What follows belongs to an exercise in optimizing a design on an open flow for small area, a short achievable clock period and few clock cycles; a production flow would make more cautious choices. Where RTL was checked, it was by simulation tests only, not by an equivalence proof against the original. Function not checked in runs 5 to 7: the RTL went through the layout flow alone. Power figures rest on the tool's default switching activity, not on a simulated workload.

`config.mk`:
```
export PLATFORM = sky130hd
export DESIGN_NAME = cluster_centroid_n
export DESIGN_NICKNAME = cluster_centroid_n
export VERILOG_FILES = /design/flow/design.v
export SDC_FILE = /design/flow/constraint.sdc
export NUM_CORES = 4
export LEC_CHECK = 0
export CAP_MARGIN = 20
export CORE_MARGIN = 2
export CORE_UTILIZATION = 68
export CTS_BUF_LIST = sky130_fd_sc_hd__clkbuf_8
export CTS_CLUSTER_DIAMETER = 50
export CTS_CLUSTER_SIZE = 14
export GPL_ROUTABILITY_DRIVEN = 0
export SETUP_SLACK_MARGIN = 5
export SLEW_MARGIN = 20
```
`constraint.sdc`:
```
create_clock -name core_clock -period 8.0 [get_ports {clk}]
set_input_delay 1.6000 -clock core_clock [delete_from_list [all_inputs] [get_ports {clk}]]
set_output_delay 1.6000 -clock core_clock [all_outputs]
set_load 0.01 [all_outputs]
```
`design.v`:
```
module cluster_centroid_n #(
  parameter int IMG_WIDTH    = 640,
  parameter int IMG_HEIGHT   = 480,
  parameter int NUM_CLUSTERS = 3,
  parameter int COLOR_W      = 12,
  parameter int DIST_THRESH  = 64,
  parameter int MIN_COUNT    = 4,
  localparam int XW = $clog2(IMG_WIDTH),
  localparam int YW = $clog2(IMG_HEIGHT),
  localparam int IW = (NUM_CLUSTERS > 1) ? $clog2(NUM_CLUSTERS) : 1
) (
  input  logic                         clk,
  input  logic                         rst,
  input  logic signed [COLOR_W-1:0]    pixel_r,
  input  logic signed [COLOR_W-1:0]    pixel_g,
  input  logic signed [COLOR_W-1:0]    pixel_b,
  input  logic                         pixel_valid,
  input  logic [XW-1:0]                x,
  input  logic [YW-1:0]                y,
  input  logic                         ref_wr_en,
  input  logic [IW-1:0]                ref_wr_idx,
  input  logic signed [COLOR_W-1:0]    ref_wr_r,
  input  logic signed [COLOR_W-1:0]    ref_wr_g,
  input  logic signed [COLOR_W-1:0]    ref_wr_b,
  output logic [NUM_CLUSTERS*XW-1:0]   centroid_x,
  output logic [NUM_CLUSTERS*YW-1:0]   centroid_y,
  output logic [NUM_CLUSTERS-1:0]      found,
  output logic                         frame_done,
  output logic                         busy,
  output logic                         overrun
);
  localparam int NC    = NUM_CLUSTERS;
  localparam int AW    = $clog2(DIST_THRESH + 1);    
  localparam int SDW   = AW + 2;                     
  localparam int CW    = $clog2(IMG_WIDTH * IMG_HEIGHT + 1);
  localparam int SUM_W = $clog2(IMG_WIDTH * IMG_WIDTH * IMG_HEIGHT);
  localparam int QW    = XW;                         
  localparam int RW    = CW;                         
  localparam int MW    = RW + QW;                    
  localparam int STW   = $clog2(QW);
  localparam int SCW   = $clog2(QW);
  localparam int SSW   = $clog2((QW - 1) * IMG_WIDTH);
  logic signed [COLOR_W-1:0] r_ref_r [NC];
  logic signed [COLOR_W-1:0] r_ref_g [NC];
  logic signed [COLOR_W-1:0] r_ref_b [NC];
  logic           r_rst;           
  logic           r1_valid, r1_eof;
  logic [XW-1:0]  r1_x;
  logic [YW-1:0]  r1_y;
  logic [AW+2:0]  r1_c [NC][3];    
  logic [NC-1:0]  r2_ok;
  logic [SDW-1:0] r2_d [NC];
  logic           r2_eof;
  logic [XW-1:0]  r2_x;
  logic [YW-1:0]  r2_y;
  logic [NC-1:0]    w_hit;
  logic [CW-1:0]    r_cnt  [NC];
  logic [MW-1:0]    r_sx   [NC];
  logic [MW-1:0]    r_sy   [NC];
  logic [SCW-1:0]   r_scnt [NC];
  logic [SSW-1:0]   r_ssx  [NC];
  logic [SSW-1:0]   r_ssy  [NC];
  logic [CW-1:0]    w_inc_cnt [NC];
  logic [SUM_W-1:0] w_add_x [NC];
  logic [SUM_W-1:0] w_add_y [NC];
  logic [SCW-1:0]   w_sinc_cnt [NC];
  logic [SSW-1:0]   w_sadd_x [NC];
  logic [SSW-1:0]   w_sadd_y [NC];
  logic             r_div, r_last;
  logic             w_any;
  logic [STW-1:0]   r_step;
  logic [NC-1:0]    w_gex, w_gey;
  logic [RW-1:0]    w_rx [NC];
  logic [RW-1:0]    w_ry [NC];
  logic [NC*XW-1:0] r_centroid_x;
  logic [NC*YW-1:0] r_centroid_y;
  logic [NC-1:0]    r_found;
  logic             r_frame_done, r_busy;
  always_ff @(posedge clk) begin
    for (int k = 0; k < NC; k++) begin
      if (rst) begin
        r_ref_r[k] <= COLOR_W'(50  + 450 * k);
        r_ref_g[k] <= COLOR_W'(100 + 450 * k);
        r_ref_b[k] <= COLOR_W'(150 + 450 * k);
      end else if (ref_wr_en && ref_wr_idx == IW'(k)) begin
        r_ref_r[k] <= ref_wr_r;
        r_ref_g[k] <= ref_wr_g;
        r_ref_b[k] <= ref_wr_b;
      end
    end
  end
  localparam int HW = COLOR_W - AW + 1;             
  function automatic logic [AW+2:0] chan(input logic signed [COLOR_W-1:0] p,
                                         input logic signed [COLOR_W-1:0] q);
    logic [AW:0]   lo;
    logic [HW-1:0] ph, qh, hd;
    logic          b, z0, m1;
    lo  = {1'b0, p[AW-1:0]} - {1'b0, q[AW-1:0]};
    b   = lo[AW];
    ph  = {p[COLOR_W-1], p[COLOR_W-1:AW]};
    qh  = {q[COLOR_W-1], q[COLOR_W-1:AW]};
    hd  = ph - qh;
    z0  = b ? (hd == HW'(1)) : (hd == '0);
    m1  = b ? (hd == '0) : (hd == '1);
    chan = {z0, m1, lo[AW-1:0] > AW'(DIST_THRESH), lo[AW-1:0]};
  endfunction
  always_ff @(posedge clk) begin
    r_rst    <= rst;
    r1_valid <= !rst && pixel_valid;
    r1_eof   <= !rst && pixel_valid && x == XW'(IMG_WIDTH - 1) && y == YW'(IMG_HEIGHT - 1);
    r1_x     <= x;
    r1_y     <= y;
    for (int k = 0; k < NC; k++) begin
      r1_c[k][0] <= chan(pixel_r, r_ref_r[k]);
      r1_c[k][1] <= chan(pixel_g, r_ref_g[k]);
      r1_c[k][2] <= chan(pixel_b, r_ref_b[k]);
    end
  end
  always_ff @(posedge clk) begin
    logic [AW-1:0] u [3];
    logic [2:0]    neg, ok;
    r2_eof <= !rst && r1_eof;
    r2_x   <= r1_x;
    r2_y   <= r1_y;
    for (int k = 0; k < NC; k++) begin
      for (int j = 0; j < 3; j++) begin
        neg[j] = r1_c[k][j][AW];
        ok[j]  = (r1_c[k][j][AW+2] && !neg[j]) || (r1_c[k][j][AW+1] && r1_c[k][j][AW-1]);
        u[j]   = r1_c[k][j][AW-1:0] ^ {AW{neg[j]}};
      end
      r2_ok[k] <= !rst && r1_valid && (&ok);
      r2_d[k]  <= SDW'(u[0]) + SDW'(u[1]) + SDW'(u[2]) + SDW'(neg[0]) + SDW'(neg[1]) + SDW'(neg[2]);
    end
  end
  always_comb begin
    w_any = 1'b0;
    for (int k = 0; k < NC; k++)
      if (r_cnt[k] >= CW'(MIN_COUNT) || (w_hit[k] && r_cnt[k] == CW'(MIN_COUNT - 1))) w_any = 1'b1;
  end
  always_comb begin
    logic [NC-1:0] m;
    for (int k = 0; k < NC; k++)
      m[k] = r2_ok[k] && r2_d[k] <= SDW'(DIST_THRESH);
    for (int k = 0; k < NC; k++) begin
      w_hit[k] = m[k];
      for (int j = 0; j < NC; j++) begin
        if (j < k && m[j] && r2_d[j][AW-1:0] <= r2_d[k][AW-1:0]) w_hit[k] = 1'b0;
        if (j > k && m[j] && r2_d[j][AW-1:0] <  r2_d[k][AW-1:0]) w_hit[k] = 1'b0;
      end
    end
    for (int k = 0; k < NC; k++) begin
      w_inc_cnt[k]  = r_cnt[k] + CW'(1);
      w_add_x[k]    = r_sx[k][SUM_W-1:0] + SUM_W'(r2_x);
      w_add_y[k]    = r_sy[k][SUM_W-1:0] + SUM_W'(r2_y);
      w_sinc_cnt[k] = r_scnt[k] + SCW'(1);
      w_sadd_x[k]   = r_ssx[k] + SSW'(r2_x);
      w_sadd_y[k]   = r_ssy[k] + SSW'(r2_y);
    end
  end
  always_comb begin
    logic [RW:0] tx, ty;
    for (int k = 0; k < NC; k++) begin
      tx = r_sx[k][MW-1:QW-1];
      ty = r_sy[k][MW-1:QW-1];
      w_gex[k] = tx >= {1'b0, r_cnt[k]};
      w_gey[k] = ty >= {1'b0, r_cnt[k]};
      w_rx[k]  = w_gex[k] ? RW'(tx - {1'b0, r_cnt[k]}) : tx[RW-1:0];
      w_ry[k]  = w_gey[k] ? RW'(ty - {1'b0, r_cnt[k]}) : ty[RW-1:0];
    end
  end
  always_ff @(posedge clk) begin
    for (int k = 0; k < NC; k++) begin
      if (r_rst) begin
        r_cnt[k] <= '0;
        r_sx[k]  <= '0;
        r_sy[k]  <= '0;
      end else if (r_div && r_last) begin
        r_cnt[k] <= w_hit[k] ? CW'(w_sinc_cnt[k]) : CW'(r_scnt[k]);
        r_sx[k]  <= w_hit[k] ? MW'(w_sadd_x[k])   : MW'(r_ssx[k]);
        r_sy[k]  <= w_hit[k] ? MW'(w_sadd_y[k])   : MW'(r_ssy[k]);
      end else if (r_div) begin
        r_sx[k]  <= {w_rx[k], r_sx[k][QW-2:0], w_gex[k]};
        r_sy[k]  <= {w_ry[k], r_sy[k][QW-2:0], w_gey[k]};
      end else if (w_hit[k]) begin
        r_cnt[k] <= w_inc_cnt[k];
        r_sx[k]  <= MW'(w_add_x[k]);
        r_sy[k]  <= MW'(w_add_y[k]);
      end
    end
  end
  always_ff @(posedge clk) begin
    for (int k = 0; k < NC; k++) begin
      if (!r_div) begin
        r_scnt[k] <= '0;
        r_ssx[k]  <= '0;
        r_ssy[k]  <= '0;
      end else if (w_hit[k]) begin
        r_scnt[k] <= w_sinc_cnt[k];
        r_ssx[k]  <= w_sadd_x[k];
        r_ssy[k]  <= w_sadd_y[k];
      end
    end
  end
  always_ff @(posedge clk) begin
    if (rst) begin
      r_div        <= 1'b0;
      r_last       <= 1'b0;
      r_step       <= '0;
      r_busy       <= 1'b0;
      r_frame_done <= 1'b0;
      r_found      <= '0;
      r_centroid_x <= '0;
      r_centroid_y <= '0;
    end else begin
      r_frame_done <= 1'b0;
      r_last       <= r_div ? r_step == STW'(QW - 2) : r2_eof && !w_any;
      if (r2_eof) begin
        r_div  <= 1'b1;
        r_step <= '0;
        r_busy <= 1'b1;
      end else if (r_div) begin
        r_step <= r_step + STW'(1);
        if (r_last) begin
          r_div        <= 1'b0;
          r_busy       <= 1'b0;
          r_frame_done <= 1'b1;
          for (int k = 0; k < NC; k++) begin
            r_found[k] <= r_cnt[k] >= CW'(MIN_COUNT);
            if (r_cnt[k] >= CW'(MIN_COUNT)) begin
              r_centroid_x[k*XW +: XW] <= {r_sx[k][XW-2:0], w_gex[k]};
              r_centroid_y[k*YW +: YW] <= {r_sy[k][YW-2:0], w_gey[k]};
            end
          end
        end
      end
    end
  end
  assign centroid_x = r_centroid_x;
  assign centroid_y = r_centroid_y;
  assign found      = r_found;
  assign frame_done = r_frame_done;
  assign busy       = r_busy;
  assign overrun    = 1'b0;
endmodule
```
`run.sh`:
```
#!/bin/bash
# synth_recipe.tcl (not shown) runs the flow's synth.tcl, then flattens the netlist and writes it again
# the make line also repeats each setting of config.mk as NAME=value (left out here)
make -C /OpenROAD-flow-scripts/flow DESIGN_CONFIG=/design/flow/config.mk WORK_HOME=/design/flow/orfs CLKGATE_MAP_FILE= SYNTH_SCRIPT=/design/flow/synth_recipe.tcl finish
```
==> flow_metrics.tcl, run 1 <==
set metrics [dict create \
    cts_max_level 3 \
    syn_inst 5375 \
    die_width_um 257 \
    wl_um 139000 \
    grtUsageTotal 0.386 \
    yosys_most_used_dff "dfxtp_1" \
    clockBufferDepth 3 \
    hp-class "reg2reg" \
    drt-pass1-iter-count 6 \
    antenna_found_initial 5 \
    power_density_nw_per_um2 186 \
    crit_type "reg2reg" \
    final.setup.tns_ns 0 \
    wl_per_cell_um 21.4 \
    cts_made_buffers 80 \
    worst_pin_slew_ns 0.991 \
    dieArea_um2 66200 \
    grt_pass1_wl_um 206000 \
    synth_edf_count 0 \
    synth_top_cell_area_share 0.303 \
    maxCapViolations 0 \
    p_int_w 0.00619 \
    p_seq_frac 0.385 \
    ant_nets 0 \
    drt_iter0_drc 4268 \
    place_area_um2 46100 \
    required_ns 8.63 \
    core_area_um2 63200 \
    rr_endpoint "r_sy[1][22]$_SDFFE_PP0P_" \
    status "no timing/DRC/antenna violations" \
    syn_to_final_growth_pct 18.0 \
    end_kind "flip-flop" \
    skew_ns 0.0350 \
    cts-root-buf "clkbuf_8" \
    layout.nets 6156 \
    path_max_fanout 52 \
    pwr-share-clk 0.292 \
    ys_warn_count 21 \
    rsz0062_at_grt "true" \
    r2r_start "r_div$_SDFF_PP0_" \
    arrival_ns 3.67 \
    multi_input_area_um2 30300 \
    synth_area_per_cell_um2 8.11 \
    synth-seq-cells 659 \
    io_pins 160 \
    grt_pass1_vias 38400 \
    rows 92 \
    portBuffers 158 \
    crit_buf_inv 3 \
    vdd_drop_max_mv 0.234 \
    vias 41500 \
    path_cells "inv_6 > nor2_4 > buf_6 > nor2_1 > nand2_4 > buf_4 > o21ai_1 > a32o_1" \
    start_util 0.690 \
    cts_tree "yes" \
    switching_share 0.352 \
    slew_headroom 0.339 \
    crit_end "r_sy[1][22]$_SDFFE_PP0P_" \
    syn-num-nets 5942 \
    insertion_delay_ns 0.76 \
    ff2ff_setup_slack_ns 4.96 \
    dp_hpwl_um 90500 \
    grt_overflow 0 \
    period_needed_ns 3.04 \
    design_area_um2 51400 \
    clkSinkCount 659 \
    nFillCells 4238 \
    syn-cell-area_um2 43600 \
    yosysSeqAreaShare 0.303 \
    synth.most_common_cell "dfxtp_1" \
    startpoint "r_div$_SDFF_PP0_" \
    max_freq_mhz 329 \
    start_kind "flip-flop" \
    r2r_cells 8 \
    seq_area_um2 13300 \
    p_leak_nw 21.0 \
    slowest_delay_ns 0.54 \
    hold_violations 0 \
    crit_slowest_cell "dfxtp_4" \
    p_sw_w 0.00337 \
    cp.depth 8 \
    viasPerCell 6.39 \
    grt_max_degree 119 \
    synth_common_cells "659 x dfxtp_1, 572 x nand2_1, 522 x nor2_1" \
    synth_cell_types 94 \
    drive_above_1_share 0.145 \
    power_frac_comb 0.323 \
    clk_pin_slew_ns 0.09 \
    post-route-period-util 0.380 \
    finalMaxSlewViolations 0 \
    die_y_um 257 \
    synth.area.top_cells "dfxtp_1 30%, ha_1 12%, xnor2_1 5.6%, a21oi_1 5.4%, nand2_1 4.9%" \
    synthArstFlopShare 0 \
    drt_drc_violations_left 0 \
    critPathTopFamily "buffers and inverters" \
    yosysTopAreaCell "dfxtp_1" \
    setup_viol 0 \
]
placed cells by master, fill, tap and decap left out, drive strengths merged, types with 69 or more instances in the layout:
cell type	count
a211oi	104
a21o	100
a21oi	470
buf	178
clkbuf	100
clkdlybuf4s50	73
dfxtp	659
ha	410
inv	390
mux2i	78
nand2	574
nand3	112
nor2	531
nor2b	69
nor3	101
o21ai	249
xnor2	279
xor2	154
sequential cells by signal, summed over array words and instances (netlist names), 30 cells and up:
| signal | cells |
|---|---|
| r_sy | 87 |
| r_ref_r | 36 |
| r_cnt | 57 |
| r_ref_b | 36 |
| r_ssx | 39 |
| r1_c | 90 |
| r_sx | 87 |
| r_ssy | 39 |
| r_centroid_x | 30 |
| r_ref_g | 36 |
kinds of logic (layout without fill, tap and decap cells):
family          count (synthesis)  count (layout)  synth area share
simple gates                 1735            1737             0.183
flops                         659             659             0.303
xor+xnor                      433             433            0.0870
other cells                     1               4         0.0000860
mux                            91              91            0.0213
buf+inv                       584             856            0.0523
fa+ha+maj                     470             470             0.145
compound gates               1402            1404             0.208
metal layers:
| metal | up-vias | global-route usage | part of all wire |
|---|---|---|---|
| met5 | - | 0 | 0.00025 |
| met4 | 6 | 0.175 | 0.052 |
| met3 | 525 | 0.0737 | 0.11 |
| met2 | 2142 | 0.599 | 0.43 |
| met1 | 19500 | 0.522 | 0.41 |
| li1 | 19400 | - | - |
worst min path at each step:
stage | start | endpoint | depth (start not counted)
6_report | r1_y[0]$_DFF_P_ | r2_y[0]$_DFF_P_ | 0
5_1_grt | r1_x[1]$_DFF_P_ | r2_x[1]$_DFF_P_ | 0
4_1_cts | r1_y[0]$_DFF_P_ | r2_y[0]$_DFF_P_ | 0
3_5_place_dp | r1_y[0]$_DFF_P_ | r2_y[0]$_DFF_P_ | 0
3_3_place_gp | r1_x[1]$_DFF_P_ | r2_x[1]$_DFF_P_ | 0
2_1_floorplan | r1_x[0]$_DFF_P_ | r2_x[0]$_DFF_P_ | 0
power by group through the flow:
stage	logic [W]	clock network, W	registers, W
after floorplan	0.00197	0	0.00364
after global placement	0.00245	0	0.00372
after detailed placement	0.00253	0	0.00373
after CTS	0.00268	0.00279	0.00365
after global routing	0.00340	0.00291	0.00369
final	0.00309	0.00279	0.00367
through the flow:
stage | instances | worst slack [ns] | total power [W] | utilization | hold slack (ns)
after floorplan | 5375 | 4.67 | 0.00561 | - | 0.310
after global placement | 6205 | 3.92 | 0.00617 | 0.730 | 0.312
after detailed placement | 6205 | 3.87 | 0.00626 | 0.730 | 0.313
after CTS | 6414 | 4.97 | 0.00912 | 0.781 | 0.326
after global routing | 6499 | 4.89 | 0.0100 | 0.814 | 0.334
final | 6500 | 4.96 | 0.00955 | 0.814 | 0.321
what timing repair did:
| item | 4_1_cts | 5_1_grt |
|---|---|---|
| cloned | 10 | 6 |
| hold buffers | 0 | 0 |
| setup buffers | 55 | 76 |
| pin swaps | 49 | 132 |
| setup endpoints to repair | 425 | 284 |
| gates resized for setup | 297 | 352 |
layout make-up:
type | instances | share of cell area
flip-flops and latches | 659 | 0.259
multi-input cells | 4136 | 0.589
clock buffers | 88 | 0.0235
repair buffers | 343 | 0.0668
inverters | 369 | 0.0284
diodes | 3 | 0.000146
well taps | 846 | 0.0206
clock inverters | 56 | 0.0117
Testbench counts, summed over its fixed seeds: cycles 7,754.
==> run 2: changes to the inputs <==
--- a/config.mk
+++ b/config.mk
@@ -7,10 +7,9 @@
 export LEC_CHECK = 0
 export CAP_MARGIN = 20
 export CORE_MARGIN = 2
-export CORE_UTILIZATION = 68
+export CORE_UTILIZATION = 65
 export CTS_BUF_LIST = sky130_fd_sc_hd__clkbuf_8
-export CTS_CLUSTER_DIAMETER = 50
-export CTS_CLUSTER_SIZE = 14
-export GPL_ROUTABILITY_DRIVEN = 0
+export CTS_CLUSTER_DIAMETER = 45
+export CTS_CLUSTER_SIZE = 12
 export SETUP_SLACK_MARGIN = 5
 export SLEW_MARGIN = 20
==> flow_metrics.tcl, run 2 <==
set metrics [dict create \
    status "no timing/DRC/antenna violations" \
    largest_reg_flops 90 \
    mostFrequentLayoutCell "dfxtp_1" \
    yosysSeqAreaShare 0.303 \
    layout.nets 6166 \
    ys_warn_count 21 \
    grtUsageTotal 0.374 \
    power_density_nw_per_um2 193 \
    die_y_um 263 \
    worst_pin_slew_ns 0.977 \
    hold_violations 0 \
    pre_cts_slack_ns 3.74 \
    io_pins 160 \
    synth_fa_ha_area_frac 0.145 \
    drt_iter0_drc 3879 \
    drt-pass1-iter-count 9 \
    wl_um 138000 \
    syn_to_final_growth_pct 18.9 \
    ant_nets 0 \
    viasPerCell 6.30 \
    yosysTopAreaCell "dfxtp_1" \
    post-route-period-util 0.381 \
    clk_pin_slew_ns 0.07 \
    wl_per_cell_um 21.1 \
    drive_above_1_share 0.151 \
    cts_tree "yes" \
    ctsHoldBuffers 0 \
    end_kind "flip-flop" \
    setup_ws_ns 4.95 \
    yosys_most_used_dff "dfxtp_1" \
    synth_cell_types 94 \
    start_util 0.660 \
    cts_max_level 3 \
    path_max_fanout 6 \
    clkSinkCount 659 \
    core_area_um2 66100 \
    drt_drc_violations_left 0 \
    syn-num-nets 5942 \
    period_needed_ns 3.05 \
    skew_ns 0.0388 \
    slew_headroom 0.349 \
    top_regs "r1_c (90), r_sx (87), r_sy (87)" \
    cts_made_buffers 97 \
    synth_top_family_by_area "compound AO/OA/AOI/OAI gates" \
    synth_common_cells "659 x dfxtp_1, 572 x nand2_1, 522 x nor2_1" \
    synth_area_per_cell_um2 8.11 \
    required_ns 8.62 \
    vdd_drop_max_mv 0.199 \
    crit_type "reg2reg" \
    finalMaxSlewViolations 0 \
    synth-xor-area-share 0.0870 \
    synth-seq-cells 659 \
    insertion_delay_ns 0.75 \
    arrival_ns 3.66 \
    synth.most_common_cell "dfxtp_1" \
    maxCapViolations 0 \
    antenna_found_initial 5 \
    cts-root-buf "clkbuf_8" \
    mostFrequentLayoutCells "590 x dfxtp_1, 566 x nand2_1, 495 x nor2_1" \
    postLayoutCoreUtil 0.784 \
    grt_max_degree 85 \
    clockBufferDepth 3 \
    gp_congestion 0.943 \
    grt_pass1_vias 38200 \
    synth_edf_count 0 \
    synth.mux.area_fraction 0.0213 \
    syn-cell-area_um2 43600 \
    rsz0062_at_grt "true" \
    vias 41300 \
    max_freq_mhz 328 \
    start_kind "flip-flop" \
    die_width_um 263 \
    portBuffers 158 \
    synth.area.top_cells "dfxtp_1 30%, ha_1 12%, xnor2_1 5.6%, a21oi_1 5.4%, nand2_1 4.9%" \
    grt_overflow 0 \
    rows 94 \
    yosys.area_share.simple 0.183 \
    final.setup.tns_ns 0 \
    dp_hpwl_um 92600 \
    syn_inst 5375 \
    hp-class "reg2reg" \
    top_register "r1_c" \
    p_leak_nw 21.1 \
    grt_pass1_wl_um 208000 \
    whs_ns 0.325 \
    synthArstFlopShare 0 \
    setup_viol 0 \
    synth_top_cell_area_share 0.303 \
    dieArea_um2 69200 \
    synth-compound-area-share 0.208 \
]
[run 2: cell counts after synthesis]
No cell type changed its count.
[run 2: critical path: stages (launching register included)]
cell and delay [ns]:
dfxtp_4 0.40, ha_4 0.18, fa_2 0.40, a21o_1 0.17, a21o_1 0.20, a2111o_1 0.50, a21oi_4 0.33, buf_6 0.14
or2_4 0.12, xor2_1 0.17, o21ai_1 0.10, a22o_1 0.22
[run 2: final cells by class]
cell class / count / area, um^2
Antenna cell: 1 / 2.50
Fill cell: 4700 / 14300
Inverter: 369 / 1460
Sequential cell: 659 / 13300
Tap cell: 864 / 1080
Clock inverter: 75 / 890
Clock buffer: 105 / 1450
Timing Repair Buffer: 334 / 3290
Multi-Input combinational cell: 4138 / 30300
[run 2: power breakdown]
| part | total, W | switching, W | internal [W] |
|---|---|---|---|
| logic | 0.00302 | 0.00164 | 0.00137 |
| registers | 0.00367 | 0.000169 | 0.00350 |
| clock network | 0.00330 | 0.00159 | 0.00172 |
[run 2: what timing repair did]
action                                  CTS  global route
endpoints found under the setup margin  475           258
buffers inserted                         50            76
gates cloned                             10             5
gates resized for setup                 323           344
pin swaps                                41           127
[run 2: cell families after synthesis]
kind of cell,count (synthesis)
flip-flops,659
other,1
XOR/XNOR,433
adder cells (fa/ha/maj),470
buffers and inverters,584
AO/OA/AOI/OAI,1402
AND/OR/NAND/NOR,1735
multiplexers,91
[run 2: stage by stage]
stage / instance area, um^2 / total power (W) / instances
floorplan: 44000 / 0.00561 / 5375
global placement: 46100 / 0.00624 / 6223
detailed placement: 46100 / 0.00629 / 6223
CTS: 49900 / 0.00971 / 6463
global route: 51800 / 0.0105 / 6545
finish: 51800 / 0.00999 / 6545
[run 2: metal layers]
| layer | vias to the layer above | share of wire | global-route usage |
|---|---|---|---|
| li1 | 19400 | - | - |
| met1 | 19500 | 0.42 | 0.504 |
| met2 | 1935 | 0.44 | 0.593 |
| met3 | 437 | 0.097 | 0.0649 |
| met4 | 4 | 0.044 | 0.156 |
| met5 | - | 0.00015 | 0 |
[run 2: final timing paths]
path	startpoint	slack (ns)	cells after the start	to
min reg2reg	r1_x[1]$_DFF_P_	0.33	0	r2_x[1]$_DFF_P_
min	r1_x[1]$_DFF_P_	0.33	0	r2_x[1]$_DFF_P_
max	r2_y[0]$_DFF_P_	4.95	11	r_sy[0][14]$_SDFFE_PP0P_
max reg2reg	r2_y[0]$_DFF_P_	4.95	11	r_sy[0][14]$_SDFFE_PP0P_
==> run 3: changes to the inputs <==
--- a/config.mk
+++ b/config.mk
@@ -7,9 +7,9 @@
 export LEC_CHECK = 0
 export CAP_MARGIN = 20
 export CORE_MARGIN = 2
-export CORE_UTILIZATION = 65
+export CORE_UTILIZATION = 62
 export CTS_BUF_LIST = sky130_fd_sc_hd__clkbuf_8
-export CTS_CLUSTER_DIAMETER = 45
-export CTS_CLUSTER_SIZE = 12
+export CTS_CLUSTER_DIAMETER = 55
+export CTS_CLUSTER_SIZE = 16
 export SETUP_SLACK_MARGIN = 5
 export SLEW_MARGIN = 20
==> flow_metrics.tcl, run 3 <==
set metrics [dict create \
    top_regs "r1_c (90), r_sx (87), r_sy (87)" \
    hp-start "r1_x[7]$_DFF_P_" \
    rsz0062_at_grt "true" \
    rows 97 \
    worst_pin_slew_ns 1.02 \
    r2r_cells 11 \
    start_kind "flip-flop" \
    drt_iter0_drc 3735 \
    synth_common_cells "659 x dfxtp_1, 572 x nand2_1, 522 x nor2_1" \
    whs_ns 0.331 \
    yosys_most_used_dff "dfxtp_1" \
    syn_to_final_growth_pct 17.4 \
    clkSinkCount 659 \
    io_pins 160 \
    cts_made_buffers 73 \
    path_max_fanout 4 \
    end_kind "flip-flop" \
    slew_headroom 0.317 \
    drive_above_1_share 0.145 \
    insertion_delay_ns 0.73 \
    ys_warn_count 21 \
    cts_tree "yes" \
    die_width_um 269 \
    p_leak_nw 20.7 \
    cts_max_level 3 \
    die_y_um 269 \
    grt_overflow 0 \
    drt_drc_violations_left 0 \
    post-route-period-util 0.378 \
    syn-num-nets 5942 \
    maxCapViolations 0 \
    ant_nets 0 \
    wl_um 133000 \
    antenna_found_initial 5 \
    slowest_delay_ns 0.55 \
    max_freq_mhz 331 \
    grt_pass1_vias 36700 \
    nFillCells 5569 \
    synth_area_per_cell_um2 8.11 \
    period_needed_ns 3.02 \
    viasPerCell 6.11 \
    arrival_ns 3.59 \
    syn_inst 5375 \
    hold_end "r2_x[7]$_DFF_P_" \
    hold_violations 0 \
    synth-seq-cells 659 \
    crit_type "reg2reg" \
    largest_reg_flops 90 \
    yosysTopAreaCell "dfxtp_1" \
    start_util 0.625 \
    seq_area_um2 13400 \
    wl_per_cell_um 20.2 \
    drt-pass1-iter-count 6 \
    finalMaxSlewViolations 0 \
    synth.most_common_cell "dfxtp_1" \
    cts-root-buf "clkbuf_8" \
    r2r_start "r_cnt[2][1]$_SDFFE_PP0P_" \
    skew_ns 0.0515 \
    grt_max_degree 114 \
    mostFrequentLayoutCell "dfxtp_1" \
    power_density_nw_per_um2 177 \
    synth_edf_count 0 \
    dieArea_um2 72500 \
    final.setup.tns_ns 0 \
    core_area_um2 69800 \
    yosysSeqAreaShare 0.303 \
    synth_top_cell_area_share 0.303 \
    clockBufferDepth 3 \
    grt_pass1_wl_um 203000 \
    required_ns 8.57 \
    vias 40100 \
    syn-cell-area_um2 43600 \
    portBuffers 158 \
    path_cells "inv_4 > ha_4 > nor2b_1 > o31a_1 > or4_4 > a31oi_4 > o311ai_2 > a21oi_2 > xnor2_2 > a31o_2 > a211o_1" \
    ff2ff_setup_slack_ns 4.98 \
    layout.nets 6132 \
    hp-class "reg2reg" \
    final_cells 6561 \
    dp_hpwl_um 91500 \
    gp_congestion 0.919 \
    ctsHoldBuffers 0 \
    mostFrequentLayoutCells "580 x dfxtp_1, 570 x nand2_1, 498 x nor2_1" \
    synthArstFlopShare 0 \
    synth.area.top_cells "dfxtp_1 30%, ha_1 12%, xnor2_1 5.6%, a21oi_1 5.4%, nand2_1 4.9%" \
    vdd_drop_max_mv 0.210 \
    clk_pin_slew_ns 0.09 \
    status "no timing/DRC/antenna violations" \
    synth_cell_types 94 \
    pre_cts_slack_ns 3.85 \
    rr_endpoint "r_sy[2][27]$_SDFFE_PP0P_" \
    hold_depth 0 \
    setup_ws_ns 4.98 \
    multi_input_area_um2 30400 \
    top_register "r1_c" \
    setup_viol 0 \
    crit_slowest_cell "or4_4" \
    grtUsageTotal 0.348 \
    placedCellCount 6298 \
]
[run 3: cell counts after synthesis]
Identical to the previous run, type by type.
[run 3: power breakdown]
group	internal, W	total [W]	leakage (nW)	switching (W)
combinational	0.00131	0.00286	14.5	0.00155
sequential	0.00350	0.00367	5.40	0.000171
clock	0.00110	0.00251	0.792	0.00142
[run 3: repair_timing]
item	in CTS	in global routing
pin swaps	48	111
setup endpoints to repair	475	334
cloned	9	2
setup buffers	51	70
gates resized for setup	306	368
[run 3: area by class of cell]
cell class | count | area share
antenna | 3 | 0.000147
clock buffer | 78 | 0.0210
clock inverter | 50 | 0.00946
inverter | 369 | 0.0287
multi-input combinational | 4136 | 0.594
sequential | 659 | 0.261
tap | 940 | 0.0230
timing repair buffer | 326 | 0.0628
[run 3: kinds of logic after synthesis]
group | Yosys count | synth area share
flops | 659 | 0.303
buf+inv | 584 | 0.0523
xor+xnor | 433 | 0.0870
simple gates | 1735 | 0.183
mux | 91 | 0.0213
fa+ha+maj | 470 | 0.145
compound gates | 1402 | 0.208
other cells | 1 | 0.0000860
[run 3: critical path: cells and delay by family (launching register included)]
kind | cells | cell delay, ns
AO/OA/AOI/OAI | 6 | 1.43
XOR/XNOR | 1 | 0.11
adder cells (fa/ha/maj) | 1 | 0.24
buffers and inverters | 1 | 0.06
flip-flops | 1 | 0.38
AND/OR/NAND/NOR | 2 | 0.70
[run 3: per-layer routing]
| layer | GRT usage | wire [um] | up-vias |
|---|---|---|---|
| met4 | 0.107 | 4030 | 2 |
| li1 | - | - | 19300 |
| met1 | 0.517 | 61200 | 19000 |
| met3 | 0.0542 | 11100 | 268 |
| met2 | 0.514 | 56300 | 1557 |
| met5 | 0 | 13 | - |
[run 3: how the worst max path moves through the flow]
stage | from | to | slack, ns | cells after the start
floorplan | pixel_b[7] | r1_c[2][8]$_DFF_P_ | 4.67 | 10
global placement | pixel_b[7] | r1_c[8][8]$_DFF_P_ | 3.89 | 11
detailed placement | pixel_r[7] | r1_c[6][8]$_DFF_P_ | 3.85 | 11
CTS | pixel_r[2] | r1_c[6][9]$_DFF_P_ | 4.96 | 10
global route | r2_y[1]$_DFF_P_ | r_sy[2][11]$_SDFFE_PP0P_ | 4.85 | 10
finish | r_cnt[2][1]$_SDFFE_PP0P_ | r_sy[2][27]$_SDFFE_PP0P_ | 4.98 | 11
[run 3: per-stage QoR]
stage / power, W / area [um^2] / utilization
5_1_grt: 0.00957 / 51200 / 0.733
4_1_cts: 0.00879 / 49100 / 0.704
3_5_place_dp: 0.00625 / 46200 / 0.663
3_3_place_gp: 0.00621 / 46200 / 0.662
2_1_floorplan: 0.00561 / 44000 / -
6_report: 0.00905 / 51200 / 0.733
==> run 4: changes to the inputs <==
--- a/config.mk
+++ b/config.mk
@@ -7,9 +7,9 @@
 export LEC_CHECK = 0
 export CAP_MARGIN = 20
 export CORE_MARGIN = 2
-export CORE_UTILIZATION = 62
-export CTS_BUF_LIST = sky130_fd_sc_hd__clkbuf_8
-export CTS_CLUSTER_DIAMETER = 55
-export CTS_CLUSTER_SIZE = 16
+export CORE_UTILIZATION = 68
+export CTS_BUF_LIST = sky130_fd_sc_hd__clkbuf_4
+export CTS_CLUSTER_DIAMETER = 40
+export CTS_CLUSTER_SIZE = 10
 export SETUP_SLACK_MARGIN = 5
 export SLEW_MARGIN = 20
==> flow_metrics.tcl, run 4 <==
set metrics [dict create \
    gp_congestion 0.948 \
    syn_to_final_growth_pct 18.8 \
    dieArea_um2 66200 \
    portBuffers 158 \
    maxCapViolations 0 \
    finalMaxSlewViolations 0 \
    setup_viol 0 \
    vdd_drop_max_mv 0.205 \
    crit_type "reg2reg" \
    dp_hpwl_um 91400 \
    drt_drc_violations_left 0 \
    final.setup.tns_ns 0 \
    hold_violations 0 \
    max_freq_mhz 326 \
    seq_area_um2 13400 \
    grt_pass1_vias 38500 \
    synthArstFlopShare 0 \
    post-route-period-util 0.383 \
    ys_warn_count 21 \
    total_power_w 0.00922 \
    insertion_delay_ns 0.97 \
    grtUsageTotal 0.383 \
    antenna_found_initial 7 \
    synth_cell_types 94 \
    viasPerCell 6.32 \
    r2r_start "r2_x[0]$_DFF_P_" \
    synth.most_common_cell "dfxtp_1" \
    cts_max_level 3 \
    drt_iter0_drc 3906 \
    crit_end "r_sx[1][12]$_SDFFE_PP0P_" \
    synth.area.top_cells "dfxtp_1 30%, ha_1 12%, xnor2_1 5.6%, a21oi_1 5.4%, nand2_1 4.9%" \
    clkSinkCount 659 \
    io_pins 160 \
    mostFrequentLayoutCells "567 x nand2_1, 531 x dfxtp_1, 497 x nor2_1" \
    core_area_um2 63200 \
    synth-seq-cells 659 \
    end_kind "flip-flop" \
    cts_made_buffers 109 \
    critPathTopFamily "compound AO/OA/AOI/OAI gates" \
    rows 92 \
    worst_pin_slew_ns 1.08 \
    yosysSeqAreaShare 0.303 \
    top_register "r1_c" \
    slew_headroom 0.282 \
    syn-num-nets 5942 \
    die_width_um 257 \
    path_max_fanout 6 \
    ant_nets 0 \
    arrival_ns 3.88 \
    yosysTopAreaCell "dfxtp_1" \
    layout.nets 6209 \
    cts-root-buf "clkbuf_4" \
    p_leak_nw 21.1 \
    vias 41500 \
    syn_inst 5375 \
    clockBufferDepth 3 \
    synth_common_cells "659 x dfxtp_1, 572 x nand2_1, 522 x nor2_1" \
    path_cells "ha_4 > fa_2 > a21oi_4 > o22ai_2 > o41a_1 > a311o_2 > buf_6 > buf_4 > a31o_4 > a21oi_2 > nor3_1" \
    syn-cell-area_um2 43600 \
    ff2ff_setup_slack_ns 4.94 \
    die_y_um 257 \
    crit_buf_inv 2 \
    place_area_um2 46100 \
    synth_area_per_cell_um2 8.11 \
    crit_slowest_cell "a311o_2" \
    nFillCells 4196 \
    grt_max_degree 109 \
    wl_um 136000 \
    cp.depth 11 \
    start_kind "flip-flop" \
    mostFrequentLayoutCell "nand2_1" \
    grt_pass1_wl_um 204000 \
    start_util 0.690 \
    top_regs "r1_c (90), r_sx (87), r_sy (87)" \
    rsz0062_at_grt "true" \
    clk_pin_slew_ns 0.10 \
    rr_endpoint "r_sx[1][12]$_SDFFE_PP0P_" \
    slowest_delay_ns 0.51 \
    required_ns 8.81 \
    synth_top_cell_area_share 0.303 \
    yosys_most_used_dff "dfxtp_1" \
    largest_reg_flops 90 \
    synth_edf_count 0 \
    cts_tree "yes" \
    wl_per_cell_um 20.7 \
    grt_overflow 0 \
    period_needed_ns 3.06 \
    design_area_um2 51800 \
    power_density_nw_per_um2 178 \
    drt-pass1-iter-count 6 \
    skew_ns 0.0656 \
    multi_input_area_um2 30300 \
    drive_above_1_share 0.173 \
    placedCellCount 6210 \
    startpoint "r2_x[0]$_DFF_P_" \
    status "no timing/DRC/antenna violations" \
    ctsHoldBuffers 0 \
    r2r_cells 11 \
    hp-class "reg2reg" \
    final_cells 6574 \
]
-- run 4: cell types whose count changed in the layout (fill, tap and decap cells not counted), moves of 22 or more --
cell / previous run / this run
clkbuf_4: 0 / 120
dfxtp_2: 50 / 94
clkbuf_8: 78 / 0
dfxtp_1: 580 / 531
buf_4: 125 / 171
buf_6: 18 / 69
dlygate4sd2_1: 39 / 4
clkdlybuf4s15_1: 22 / 0
-- run 4: logic make-up after synthesis --
family	count (synthesis)	share of synthesized area
compound gates	1402	0.208
xor+xnor	433	0.0870
fa+ha+maj	470	0.145
buf+inv	584	0.0523
flops	659	0.303
mux	91	0.0213
other cells	1	0.0000860
simple gates	1735	0.183
-- run 4: what timing repair did --
action                     4_1_cts  5_1_grt
buffers inserted                52       98
resized for setup              581      325
pin swaps                       36      121
cloned                          10        7
setup endpoints to repair      384      286
-- run 4: worst min-delay path by stage --
stage                     from               to  slack, ns  cells after the start
4_1_cts        r1_y[1]$_DFF_P_  r2_y[1]$_DFF_P_       0.32                      0
6_report       r1_y[1]$_DFF_P_  r2_y[1]$_DFF_P_       0.33                      0
2_1_floorplan  r1_x[0]$_DFF_P_  r2_x[0]$_DFF_P_       0.31                      0
5_1_grt        r1_y[1]$_DFF_P_  r2_y[1]$_DFF_P_       0.32                      0
3_5_place_dp   r1_x[5]$_DFF_P_  r2_x[5]$_DFF_P_       0.31                      0
3_3_place_gp   r1_x[2]$_DFF_P_  r2_x[2]$_DFF_P_       0.31                      0
-- run 4: per-layer routing --
| layer | share of wire | GRT usage | wire [um] | vias to the layer above |
|---|---|---|---|---|
| met3 | 0.10 | 0.0737 | 13900 | 441 |
| met4 | 0.047 | 0.161 | 6400 | 0 |
| met1 | 0.41 | 0.517 | 55900 | 19500 |
| met5 | 0 | 0 | 0 | - |
| li1 | - | - | - | 19500 |
| met2 | 0.44 | 0.599 | 60000 | 2059 |
-- run 4: power breakdown --
| part | internal, W | switching, W | leakage (nW) |
|---|---|---|---|
| clock | 0.00127 | 0.00143 | 0.928 |
| combinational | 0.00130 | 0.00155 | 14.7 |
| sequential | 0.00350 | 0.000164 | 5.43 |
-- run 4: cell type report --
| type | instances | area share |
|---|---|---|
| clock buffers | 120 | 0.0174 |
| clock inverters | 74 | 0.0163 |
| repair buffers | 367 | 0.0723 |
| inverters | 369 | 0.0285 |
| diodes | 3 | 0.000145 |
| well taps | 846 | 0.0204 |
| multi-input cells | 4136 | 0.585 |
| flip-flops and latches | 659 | 0.259 |
-- run 4: stage by stage --
step | setup slack, ns | utilization | hold WS (ns)
floorplan | 4.67 | - | 0.310
global placement | 3.81 | 0.730 | 0.311
detailed placement | 3.72 | 0.730 | 0.312
CTS | 4.90 | 0.784 | 0.322
global route | 4.81 | 0.819 | 0.319
finish | 4.94 | 0.820 | 0.325
==> run 5: changes to the inputs <==
--- a/design.v
+++ b/design.v
@@ -67,7 +67,6 @@
   logic [SSW-1:0]   w_sadd_x [NC];
   logic [SSW-1:0]   w_sadd_y [NC];
   logic             r_div, r_last;
-  logic             w_any;
   logic [STW-1:0]   r_step;
   logic [NC-1:0]    w_gex, w_gey;
   logic [RW-1:0]    w_rx [NC];
@@ -133,11 +132,6 @@
     end
   end
   always_comb begin
-    w_any = 1'b0;
-    for (int k = 0; k < NC; k++)
-      if (r_cnt[k] >= CW'(MIN_COUNT) || (w_hit[k] && r_cnt[k] == CW'(MIN_COUNT - 1))) w_any = 1'b1;
-  end
-  always_comb begin
     logic [NC-1:0] m;
     for (int k = 0; k < NC; k++)
       m[k] = r2_ok[k] && r2_d[k] <= SDW'(DIST_THRESH);
@@ -213,7 +207,7 @@
       r_centroid_y <= '0;
     end else begin
       r_frame_done <= 1'b0;
-      r_last       <= r_div ? r_step == STW'(QW - 2) : r2_eof && !w_any;
+      r_last       <= r_div && r_step == STW'(QW - 2);
       if (r2_eof) begin
         r_div  <= 1'b1;
         r_step <= '0;
--- a/config.mk
+++ b/config.mk
@@ -8,8 +8,8 @@
 export CAP_MARGIN = 20
 export CORE_MARGIN = 2
 export CORE_UTILIZATION = 68
-export CTS_BUF_LIST = sky130_fd_sc_hd__clkbuf_4
-export CTS_CLUSTER_DIAMETER = 40
-export CTS_CLUSTER_SIZE = 10
+export CTS_BUF_LIST = sky130_fd_sc_hd__clkbuf_8
+export CTS_CLUSTER_DIAMETER = 50
+export CTS_CLUSTER_SIZE = 14
 export SETUP_SLACK_MARGIN = 5
 export SLEW_MARGIN = 20
==> flow_metrics.tcl, run 5 <==
set metrics [dict create \
    final_cells 6373 \
    crit_type "reg2reg" \
    post-route-period-util 0.380 \
    grt_overflow 0 \
    viasPerCell 6.35 \
    hp-class "reg2reg" \
    end_kind "flip-flop" \
    dp_hpwl_um 88000 \
    grt_pass1_vias 37600 \
    worst_pin_slew_ns 0.996 \
    synth_common_cells "659 x dfxtp_1, 528 x nor2_1, 483 x nand2_1" \
    io_pins 160 \
    synth_edf_count 0 \
    nFillCells 4249 \
    hold_violations 0 \
    slew_headroom 0.336 \
    seq_area_um2 13300 \
    wl_um 133000 \
    portBuffers 158 \
    power_density_nw_per_um2 183 \
    largest_reg_flops 90 \
    required_ns 8.59 \
    drive_above_1_share 0.150 \
    final.setup.tns_ns 0 \
    synth.most_common_cell "dfxtp_1" \
    rows 92 \
    die_width_um 257 \
    yosys_most_used_dff "dfxtp_1" \
    yosysTopAreaCell "dfxtp_1" \
    drt_drc_violations_left 0 \
    grt_max_degree 98 \
    mostFrequentLayoutCells "584 x dfxtp_1, 505 x nor2_1, 477 x nand2_1" \
    synth_area_per_cell_um2 8.28 \
    cts-root-buf "clkbuf_8" \
    core_area_um2 63200 \
    drt_iter0_drc 3669 \
    synthArstFlopShare 0 \
    antenna_found_initial 4 \
    path_max_fanout 4 \
    mostFrequentLayoutCell "dfxtp_1" \
    p_leak_nw 21.5 \
    arrival_ns 3.63 \
    rsz0062_at_grt "true" \
    whs_ns 0.328 \
    ant_nets 0 \
    dieArea_um2 66000 \
    synth.area.top_cells "dfxtp_1 30%, ha_1 12%, xnor2_1 5.2%, a21oi_1 4.8%, nor2_1 4.6%" \
    cts_made_buffers 80 \
    cts_max_level 3 \
    syn-cell-area_um2 43500 \
    syn-num-nets 5818 \
    top_regs "r1_c (90), r_sx (87), r_sy (87)" \
    syn_to_final_growth_pct 18.2 \
    start_util 0.688 \
    wl_per_cell_um 20.9 \
    synth_cell_types 91 \
    cts_tree "yes" \
    synth_top_cell_area_share 0.303 \
    maxCapViolations 0 \
    start_kind "flip-flop" \
    clockBufferDepth 3 \
    skew_ns 0.0382 \
    drt-pass1-iter-count 6 \
    multi_input_area_um2 30500 \
    max_freq_mhz 329 \
    synth-seq-cells 659 \
    ys_warn_count 21 \
    vdd_drop_max_mv 0.207 \
    insertion_delay_ns 0.73 \
    layout.nets 6033 \
    yosysSeqAreaShare 0.303 \
    setup_viol 0 \
    die_y_um 257 \
    placedCellCount 6082 \
    syn_inst 5251 \
    gp_congestion 0.962 \
    clk_pin_slew_ns 0.09 \
    period_needed_ns 3.04 \
    clkSinkCount 659 \
    status "no timing/DRC/antenna violations" \
    vias 40400 \
    grt_pass1_wl_um 199000 \
    grtUsageTotal 0.372 \
    finalMaxSlewViolations 0 \
    top_register "r1_c" \
]
[run 5: cell types whose count changed after synthesis, sizes merged, moves of 11 or more]
| cell | change |
|---|---|
| a21oi | -47 |
| a21o | +16 |
| xnor2 | -20 |
| inv | -44 |
| nor2b | -11 |
| nor3 | -11 |
| mux2i | +81 |
| a211oi | -23 |
| nand2 | -91 |
| xor2 | +27 |
[run 5: cell families after synthesis]
family	share of synthesized area
buffers and inverters	0.0477
multiplexers	0.0405
AND/OR/NAND/NOR	0.171
flip-flops	0.303
XOR/XNOR	0.0886
AO/OA/AOI/OAI	0.203
other	0.0000862
adder cells (fa/ha/maj)	0.146
[run 5: per-stage QoR]
| stage | utilization | power [W] | setup WS, ns | instance area (um^2) |
|---|---|---|---|---|
| floorplan | - | 0.00559 | 4.68 | 43900 |
| global placement | 0.730 | 0.00611 | 3.91 | 46100 |
| detailed placement | 0.730 | 0.00621 | 3.86 | 46100 |
| CTS | 0.781 | 0.00899 | 4.94 | 49300 |
| global route | 0.814 | 0.00985 | 4.84 | 51400 |
| finish | 0.814 | 0.00939 | 4.96 | 51400 |
[run 5: power breakdown]
group          total (W)  switching [W]  internal [W]  leakage, nW
Combinational    0.00299        0.00159       0.00140         15.2
Sequential       0.00368       0.000183       0.00350         5.40
Clock            0.00272        0.00146       0.00126        0.911
Total            0.00939        0.00323       0.00617         21.5
[run 5: timing repair]
item,CTS,global route
buffers inserted,53,77
endpoints found under the setup margin,398,201
resized for setup,323,316
hold buffers,0,0
cloned,7,11
pin swaps,41,107
[run 5: worst paths after layout]
check                            startpoint                       end  slack [ns]  cells past startpoint
setup / recovery  r_cnt[2][11]$_SDFFE_PP0P_  r_sx[2][19]$_SDFFE_PP0P_        4.96                     11
setup reg to reg  r_cnt[2][11]$_SDFFE_PP0P_  r_sx[2][19]$_SDFFE_PP0P_        4.96                     11
hold / removal              r1_x[6]$_DFF_P_           r2_x[6]$_DFF_P_        0.33                      0
hold reg to reg             r1_x[6]$_DFF_P_           r2_x[6]$_DFF_P_        0.33                      0
[run 5: metal layers]
metal	vias to the layer above	global-route usage	routed length (um)
met5	-	0	0
met4	0	0.189	7380
met3	425	0.0597	10700
met2	1759	0.627	62600
met1	19100	0.461	52700
li1	19100	-	-
[run 5: final cells by class]
class	instances	area share
Inverter	325	0.0250
Clock inverter	54	0.0116
Multi-Input combinational cell	4053	0.594
Sequential cell	659	0.259
Clock buffer	83	0.0222
Timing Repair Buffer	347	0.0674
Tap cell	846	0.0206
Antenna cell	6	0.000292
[run 5: worst max-delay path, cell delays in order (launching register included)]
cell and delay [ns]:
dfxtp_4 0.37, inv_2 0.06, ha_4 0.28, nand2_1 0.09
nor2_2 0.22, nand4_1 0.14, or4_4 0.53, a31o_4 0.26
a21oi_4 0.26, mux2i_2 0.28, a21oi_1 0.10, a221o_1 0.34
==> run 6: changes to the inputs <==
--- a/design.v
+++ b/design.v
@@ -30,12 +30,13 @@
   output logic                         overrun
 );
   localparam int NC    = NUM_CLUSTERS;
+  localparam int DW    = COLOR_W + 1;                
   localparam int AW    = $clog2(DIST_THRESH + 1);    
   localparam int SDW   = AW + 2;                     
   localparam int CW    = $clog2(IMG_WIDTH * IMG_HEIGHT + 1);
   localparam int SUM_W = $clog2(IMG_WIDTH * IMG_WIDTH * IMG_HEIGHT);
   localparam int QW    = XW;                         
-  localparam int RW    = CW;                         
+  localparam int RW    = CW + 1;                     
   localparam int MW    = RW + QW;                    
   localparam int STW   = $clog2(QW);
   localparam int SCW   = $clog2(QW);
@@ -92,15 +93,14 @@
   function automatic logic [AW+2:0] chan(input logic signed [COLOR_W-1:0] p,
                                          input logic signed [COLOR_W-1:0] q);
     logic [AW:0]   lo;
-    logic [HW-1:0] ph, qh, hd;
+    logic [HW-1:0] ph, qh;
     logic          b, z0, m1;
     lo  = {1'b0, p[AW-1:0]} - {1'b0, q[AW-1:0]};
     b   = lo[AW];
     ph  = {p[COLOR_W-1], p[COLOR_W-1:AW]};
     qh  = {q[COLOR_W-1], q[COLOR_W-1:AW]};
-    hd  = ph - qh;
-    z0  = b ? (hd == HW'(1)) : (hd == '0);
-    m1  = b ? (hd == '0) : (hd == '1);
+    z0  = b ? (ph == qh + HW'(1)) : (ph == qh);
+    m1  = b ? (ph == qh) : (ph + HW'(1) == qh);
     chan = {z0, m1, lo[AW-1:0] > AW'(DIST_THRESH), lo[AW-1:0]};
   endfunction
   always_ff @(posedge clk) begin
@@ -152,14 +152,14 @@
     end
   end
   always_comb begin
-    logic [RW:0] tx, ty;
-    for (int k = 0; k < NC; k++) begin
-      tx = r_sx[k][MW-1:QW-1];
-      ty = r_sy[k][MW-1:QW-1];
-      w_gex[k] = tx >= {1'b0, r_cnt[k]};
-      w_gey[k] = ty >= {1'b0, r_cnt[k]};
-      w_rx[k]  = w_gex[k] ? RW'(tx - {1'b0, r_cnt[k]}) : tx[RW-1:0];
-      w_ry[k]  = w_gey[k] ? RW'(ty - {1'b0, r_cnt[k]}) : ty[RW-1:0];
+    logic [RW-1:0] tx, ty;
+    for (int k = 0; k < NC; k++) begin
+      tx = r_sx[k][MW-2:QW-1];
+      ty = r_sy[k][MW-2:QW-1];
+      w_rx[k]  = r_sx[k][MW-1] ? tx + RW'(r_cnt[k]) : tx - RW'(r_cnt[k]);
+      w_ry[k]  = r_sy[k][MW-1] ? ty + RW'(r_cnt[k]) : ty - RW'(r_cnt[k]);
+      w_gex[k] = !w_rx[k][RW-1];
+      w_gey[k] = !w_ry[k][RW-1];
     end
   end
   always_ff @(posedge clk) begin
--- a/config.mk
+++ b/config.mk
@@ -7,9 +7,7 @@
 export LEC_CHECK = 0
 export CAP_MARGIN = 20
 export CORE_MARGIN = 2
-export CORE_UTILIZATION = 68
+export CORE_UTILIZATION = 55
 export CTS_BUF_LIST = sky130_fd_sc_hd__clkbuf_8
-export CTS_CLUSTER_DIAMETER = 50
-export CTS_CLUSTER_SIZE = 14
 export SETUP_SLACK_MARGIN = 5
 export SLEW_MARGIN = 20
==> flow_metrics.tcl, run 6 <==
set metrics [dict create \
    status "no timing/DRC/antenna violations" \
    grt_overflow 0 \
    post-route-period-util 0.483 \
    whs_ns 0.314 \
    ant_nets 0 \
    p_leak_nw 23.4 \
    path_cells "or3_4 > or4_4 > nor2b_4 > nand2_4 > nor2_4 > nor2_2 > xor2_1 > ha_1 > a2111o_1 > o21ai_2 > o21ai_2 > o41ai_4 > xnor2_2 > mux2_4 > o22ai_1" \
    crit_type "reg2reg" \
    drt_iter0_drc 2648 \
    yosysSeqAreaShare 0.300 \
    nFillCells 6744 \
    syn-num-nets 6006 \
    setup_viol 0 \
    insertion_delay_ns 0.81 \
    synthArstFlopShare 0 \
    syn_inst 5469 \
    synth-xor-area-share 0.120 \
    wl_per_cell_um 20.2 \
    viasPerCell 5.81 \
    required_ns 8.70 \
    synth_top_cell_area_share 0.300 \
    die_width_um 288 \
    finalMaxSlewViolations 0 \
    synth.mux.area_fraction 0.0174 \
    synth_edf_count 0 \
    mostFrequentLayoutCell "dfxtp_1" \
    multi_input_area_um2 31600 \
    seq_area_um2 13500 \
    synth_cell_types 101 \
    dp_hpwl_um 95100 \
    pre_cts_slack_ns 3.92 \
    crit_slowest_cell "or4_4" \
    drt-pass1-iter-count 6 \
    cts_max_level 3 \
    grt_pass1_wl_um 211000 \
    start_kind "flip-flop" \
    arrival_ns 4.56 \
    yosys.area_share.simple 0.193 \
    max_freq_mhz 259 \
    rows 104 \
    synth.area.top_cells "dfxtp_1 30%, ha_1 11%, xor2_1 7.0%, a21oi_1 5.6%, xnor2_1 5.0%" \
    clk_pin_slew_ns 0.06 \
    dieArea_um2 82900 \
    end_kind "flip-flop" \
    total_power_w 0.00987 \
    grt_max_degree 98 \
    grt_pass1_vias 37800 \
    period_needed_ns 3.86 \
    crit_top_cell "o21ai_2" \
    layout.nets 6358 \
    ctsHoldBuffers 0 \
    gp_congestion 0.910 \
    slew_headroom 0.329 \
    vias 40600 \
    path_max_fanout 4 \
    setup_ws_ns 4.14 \
    vdd_drop_max_mv 0.183 \
    synth_fa_ha_area_frac 0.133 \
    rsz0062_at_grt "true" \
    antenna_found_initial 2 \
    mostFrequentLayoutCells "580 x dfxtp_1, 539 x nand2_1, 517 x nor2_1" \
    worst_pin_slew_ns 1.01 \
    synth_common_cells "665 x dfxtp_1, 565 x nor2_1, 561 x nand2_1" \
    final.setup.tns_ns 0 \
    synth-seq-cells 665 \
    skew_ns 0.0486 \
    io_pins 160 \
    drt_drc_violations_left 0 \
    die_y_um 288 \
    syn-cell-area_um2 44300 \
    top_regs "r1_c (90), r_sx (90), r_sy (90)" \
    syn_to_final_growth_pct 23.1 \
    clkSinkCount 665 \
    start_util 0.553 \
    drive_above_1_share 0.196 \
    clockBufferDepth 3 \
    cts_made_buffers 117 \
    ys_warn_count 21 \
    synth.most_common_cell "dfxtp_1" \
    maxCapViolations 0 \
    power_density_nw_per_um2 181 \
    synth_top_family_by_area "simple AND/OR/NAND/NOR gates" \
    synth-compound-area-share 0.192 \
    hp-class "reg2reg" \
    yosys_most_used_dff "dfxtp_1" \
    yosysTopAreaCell "dfxtp_1" \
    wl_um 141000 \
    cts_tree "yes" \
    synth_area_per_cell_um2 8.10 \
    slowest_delay_ns 0.54 \
    grtUsageTotal 0.321 \
    core_area_um2 80200 \
    portBuffers 158 \
    cts-root-buf "clkbuf_8" \
    hold_violations 0 \
]
-- run 6: cell types whose count changed after synthesis, moves of 24 or more --
cell,before,now
mux2i_1,159,58
nor2_1,528,565
o21ai_0,248,282
xor2_1,181,354
clkbuf_1,171,203
a21oi_1,421,499
inv_1,324,231
nand2_1,483,561
a211o_1,49,25
-- run 6: power by group --
group	total, W	switching, W	leakage (nW)	internal, W
Combinational	0.00265	0.00140	16.5	0.00125
Sequential	0.00373	0.000193	5.46	0.00353
Clock	0.00349	0.00156	1.43	0.00193
-- run 6: cells by family (layout without fill, tap and decap cells) --
kind of cell,after synthesis,count (layout)
buffers and inverters,498,947
xor gates and xnor gates,605,605
DFF,665,665
and+or+nand+nor,1823,1823
other,1,2
muxes,75,75
AOI/OAI and AO/OA,1362,1362
adders and majority gates,440,440
-- run 6: timing repair --
| action | 4_1_cts | 5_1_grt |
|---|---|---|
| setup buffers | 155 | 132 |
| gates cloned | 4 | 7 |
| setup endpoints to repair | 365 | 259 |
| gates resized for setup | 572 | 346 |
| pin swaps | 172 | 230 |
| endpoints found under the hold margin | 0 | 0 |
-- run 6: final cells by class --
type,instances,share of cell area
diodes,1,0.0000459
clock buffers,143,0.0361
clock inverters,73,0.0117
inverters,233,0.0165
multi-input cells,4306,0.580
flip-flops and latches,665,0.248
well taps,1060,0.0243
repair buffers,498,0.0830
-- run 6: critical path: cells and delay by family, from the launching register on --
kind	cells	cell delay, ns
muxes	1	0.27
and+or+nand+nor	6	1.41
DFF	1	0.34
xor gates and xnor gates	2	0.30
adders and majority gates	1	0.32
AOI/OAI and AO/OA	5	1.15
-- run 6: metrics by stage --
step | instance area (um^2) | cells | utilization
after floorplan | 44900 | 5469 | -
after global placement | 47100 | 6464 | 0.587
after detailed placement | 47100 | 6464 | 0.587
after CTS | 52000 | 6839 | 0.649
after global routing | 54500 | 6979 | 0.680
final | 54500 | 6979 | 0.680
-- run 6: final timing paths --
check / from / endpoint / slack [ns] / cells past startpoint
worst max-delay path: r_cnt[1][7]$_SDFFE_PP0P_ / r_sx[1][0]$_SDFFE_PP0P_ / 4.14 / 15
worst min-delay path: r1_x[4]$_DFF_P_ / r2_x[4]$_DFF_P_ / 0.31 / 0
worst max register to register: r_cnt[1][7]$_SDFFE_PP0P_ / r_sx[1][0]$_SDFFE_PP0P_ / 4.14 / 15
worst min register to register: r1_x[4]$_DFF_P_ / r2_x[4]$_DFF_P_ / 0.31 / 0
-- run 6: per-layer routing --
metal	GRT usage	vias up	wire [um]
met5	0	-	9
li1	-	19900	-
met3	0.0481	308	8360
met4	0.110	2	5710
met2	0.553	1180	67100
met1	0.408	19200	59900
==> run 7: changes to the inputs <==
--- a/design.v
+++ b/design.v
@@ -152,12 +152,12 @@
     end
   end
   always_comb begin
-    logic [RW-1:0] tx, ty;
-    for (int k = 0; k < NC; k++) begin
-      tx = r_sx[k][MW-2:QW-1];
-      ty = r_sy[k][MW-2:QW-1];
-      w_rx[k]  = r_sx[k][MW-1] ? tx + RW'(r_cnt[k]) : tx - RW'(r_cnt[k]);
-      w_ry[k]  = r_sy[k][MW-1] ? ty + RW'(r_cnt[k]) : ty - RW'(r_cnt[k]);
+    logic [RW:0] tx, ty;
+    for (int k = 0; k < NC; k++) begin
+      tx = {r_sx[k][MW-2:QW-1], 1'b1} + {RW'(r_cnt[k]) ^ {RW{!r_sx[k][MW-1]}}, !r_sx[k][MW-1]};
+      ty = {r_sy[k][MW-2:QW-1], 1'b1} + {RW'(r_cnt[k]) ^ {RW{!r_sy[k][MW-1]}}, !r_sy[k][MW-1]};
+      w_rx[k]  = tx[RW:1];
+      w_ry[k]  = ty[RW:1];
       w_gex[k] = !w_rx[k][RW-1];
       w_gey[k] = !w_ry[k][RW-1];
     end
==> flow_metrics.tcl, run 7 <==
set metrics [dict create \
    dp_hpwl_um 89400 \
    top_regs "r1_c (90), r_sx (90), r_sy (90)" \
    syn-cell-area_um2 43600 \
    synth-compound-area-share 0.196 \
    skew_ns 0.0307 \
    worst_pin_slew_ns 1.05 \
    synth_common_cells "665 x dfxtp_1, 568 x nand2_1, 505 x a21oi_1" \
    clockBufferDepth 3 \
    ys_warn_count 21 \
    power_frac_comb 0.312 \
    p_sw_w 0.00352 \
    synth.area.top_cells "dfxtp_1 31%, ha_1 11%, xnor2_1 7.9%, a21oi_1 5.8%, xor2_1 5.1%" \
    switching_share 0.327 \
    io_pins 160 \
    grtUsageTotal 0.307 \
    wl_per_cell_um 19.6 \
    design_area_um2 53400 \
    rows 103 \
    yosysSeqAreaShare 0.305 \
    start_kind "flip-flop" \
    cts_made_buffers 120 \
    required_ns 8.68 \
    portBuffers 158 \
    synth_edf_count 0 \
    mostFrequentLayoutCell "dfxtp_1" \
    slew_headroom 0.300 \
    place_area_um2 46200 \
    nFillCells 6557 \
    arrival_ns 3.79 \
    vias 38900 \
    cts_max_level 3 \
    dieArea_um2 81600 \
    die_y_um 286 \
    p_seq_frac 0.348 \
    drt_drc_violations_left 0 \
    start_util 0.554 \
    core_area_um2 78700 \
    pwr-share-clk 0.341 \
    seq_area_um2 13500 \
    pre_cts_slack_ns 3.75 \
    insertion_delay_ns 0.76 \
    synth_top_cell_area_share 0.305 \
    antenna_found_initial 1 \
    multi_input_area_um2 31000 \
    hold_violations 0 \
    max_freq_mhz 321 \
    hp-class "reg2reg" \
    yosys.area_share.simple 0.177 \
    ant_nets 0 \
    final.setup.tns_ns 0 \
    grt_max_degree 64 \
    syn-num-nets 5867 \
    power_density_nw_per_um2 201 \
    status "no timing/DRC/antenna violations" \
    grt_pass1_vias 36700 \
    synth_cell_types 90 \
    synth_top_family_by_area "compound AO/OA/AOI/OAI gates" \
    grt_pass1_wl_um 201000 \
    drt-pass1-iter-count 5 \
    syn_inst 5342 \
    syn_to_final_growth_pct 22.4 \
    cts-root-buf "clkbuf_8" \
    end_kind "flip-flop" \
    yosys_most_used_dff "dfxtp_1" \
    setup_ws_ns 4.89 \
    finalMaxSlewViolations 0 \
    final_cells 6765 \
    synthArstFlopShare 0 \
    clkSinkCount 665 \
    ctsHoldBuffers 0 \
    path_max_fanout 6 \
    period_needed_ns 3.11 \
    synth_fa_ha_area_frac 0.130 \
    post-route-period-util 0.389 \
    viasPerCell 5.75 \
    p_int_w 0.00723 \
    p_leak_nw 21.9 \
    synth_area_per_cell_um2 8.17 \
    rsz0062_at_grt "true" \
    clk_pin_slew_ns 0.06 \
    yosysTopAreaCell "dfxtp_1" \
    setup_viol 0 \
    layout.nets 6139 \
    maxCapViolations 0 \
    cts_tree "yes" \
    wl_um 133000 \
    crit_type "reg2reg" \
    gp_congestion 0.875 \
    drive_above_1_share 0.166 \
    synth-xor-area-share 0.130 \
    vdd_drop_max_mv 0.254 \
    mostFrequentLayoutCells "606 x dfxtp_1, 558 x nand2_1, 460 x nor2_1" \
    synth.most_common_cell "dfxtp_1" \
    drt_iter0_drc 2638 \
    die_width_um 286 \
    grt_overflow 0 \
    synth.mux.area_fraction 0.0189 \
    placedCellCount 6338 \
    synth-seq-cells 665 \
]
-- run 7: cell types whose count changed in the layout (fill, tap and decap cells not counted), moves of 26 or more --
cell     before  now
dfxtp_1     580  606
buf_6        59   21
buf_4       261  202
xnor2_1     233  362
nor2_1      517  460
nor3_1       94   67
xor2_1      333  241
-- run 7: power groups by stage --
stage               logic (W)  clock network [W]  registers (W)
finish                0.00335            0.00366        0.00374
global route          0.00374            0.00388        0.00376
CTS                   0.00304            0.00372        0.00372
detailed placement    0.00285                  0        0.00378
global placement      0.00284                  0        0.00378
floorplan             0.00225                  0        0.00369
-- run 7: worst max-delay path, stage by stage (launching register included) --
cell and delay, ns:
dfxtp_4 0.36, buf_12 0.13, buf_16 0.14, xnor2_4 0.13, ha_4 0.17, a211o_1 0.23
or4_4 0.58, buf_4 0.17, buf_6 0.11, a31o_2 0.23, a21oi_2 0.13, xnor2_1 0.13
nand2_1 0.11, a21oi_2 0.18, nor2_1 0.06, a211oi_2 0.15
-- run 7: layout make-up --
type	instances	share of cell area
clock buffer	160	0.0412
timing repair buffer	415	0.0748
tap	1050	0.0246
inverter	208	0.0149
multi-input combinational	4204	0.581
antenna	1	0.0000469
sequential	665	0.252
clock inverter	62	0.0110
-- run 7: per-layer routing --
metal	global-route usage	routed length (um)	vias up
li1	-	-	19300
met5	0	0	-
met3	0.0445	6610	239
met4	0.121	5290	0
met2	0.525	63300	987
met1	0.389	57600	18400
-- run 7: what timing repair did --
action	CTS	global route
setup endpoints to repair	393	241
buffers inserted	68	121
resized for setup	452	353
cloned	9	6
pin swaps	70	187
hold endpoints to repair	0	0
-- run 7: logic make-up (layout without fill, tap and decap cells) --
group / count (synthesis) / after routing
flops: 665 / 665
mux: 81 / 81
fa+ha+maj: 428 / 428
buf+inv: 474 / 845
compound gates: 1367 / 1368
xor+xnor: 650 / 650
other cells: 1 / 2
simple gates: 1676 / 1676
-- run 7: stage by stage --
| step | power [W] | util | hold slack, ns |
|---|---|---|---|
| global placement | 0.00662 | 0.587 | 0.311 |
| detailed placement | 0.00664 | 0.587 | 0.312 |
| CTS | 0.0105 | 0.645 | 0.326 |
| floorplan | 0.00595 | - | 0.310 |
| global route | 0.0114 | 0.678 | 0.329 |
| finish | 0.0108 | 0.678 | 0.325 |
-- run 7: path summary, 6_finish.rpt --
kind | start | endpoint | slack (ns) | cells after the start
setup / recovery | r_sy[2][29]$_SDFFE_PP0P_ | r_sy[2][19]$_SDFFE_PP0P_ | 4.89 | 15
hold / removal | r1_x[7]$_DFF_P_ | r2_x[7]$_DFF_P_ | 0.33 | 0
setup reg to reg | r_sy[2][29]$_SDFFE_PP0P_ | r_sy[2][19]$_SDFFE_PP0P_ | 4.89 | 15
hold reg to reg | r1_x[7]$_DFF_P_ | r2_x[7]$_DFF_P_ | 0.33 | 0

-- afterwards: timing with drivers on the ports --
The results above use ideal ports. As a check the final layouts listed here were re-extracted and re-timed, cells and wires unchanged.
Step 1, drivers: a clkbuf_16 drives clk and a buf_2 each remaining input, both assumed.
Step 2, shift: input delay + t, output delay - t, t = (earliest + latest rising clock arrival at the registers) / 2. This alone moves slack from input paths to output paths.
a / b / c = ideal ports / drivers / drivers and shift; a / b = the first two.
| run | t, ns | setup slack, ns | hold WS [ns] |
|---|---|---|---|
| run 1 | 0.809 | 4.961 / 4.940 / 4.328 | 0.321 / 0.321 / 0.321 |
| run 2 | 0.797 | 4.952 / 4.952 / 4.288 | 0.325 / 0.325 / 0.325 |
| run 3 | 0.772 | 4.979 / 4.979 / 4.303 | 0.331 / 0.331 / 0.331 |
| run 4 | 1.004 | 4.936 / 4.901 / 4.095 | 0.325 / 0.325 / 0.325 |
| run 5 | 0.774 | 4.961 / 4.961 / 4.282 | 0.328 / 0.328 / 0.328 |
| run 6 | 0.859 | 4.138 / 4.138 / 4.138 | 0.314 / 0.314 / 0.314 |
| run 7 | 0.813 | 4.887 / 4.887 / 4.277 | 0.325 / 0.325 / 0.325 |
After both steps setup and hold are still met in every run listed. The setup slack of run 4, which loses most, moves by -0.035 ns with the drivers and by -0.841 ns with both steps.
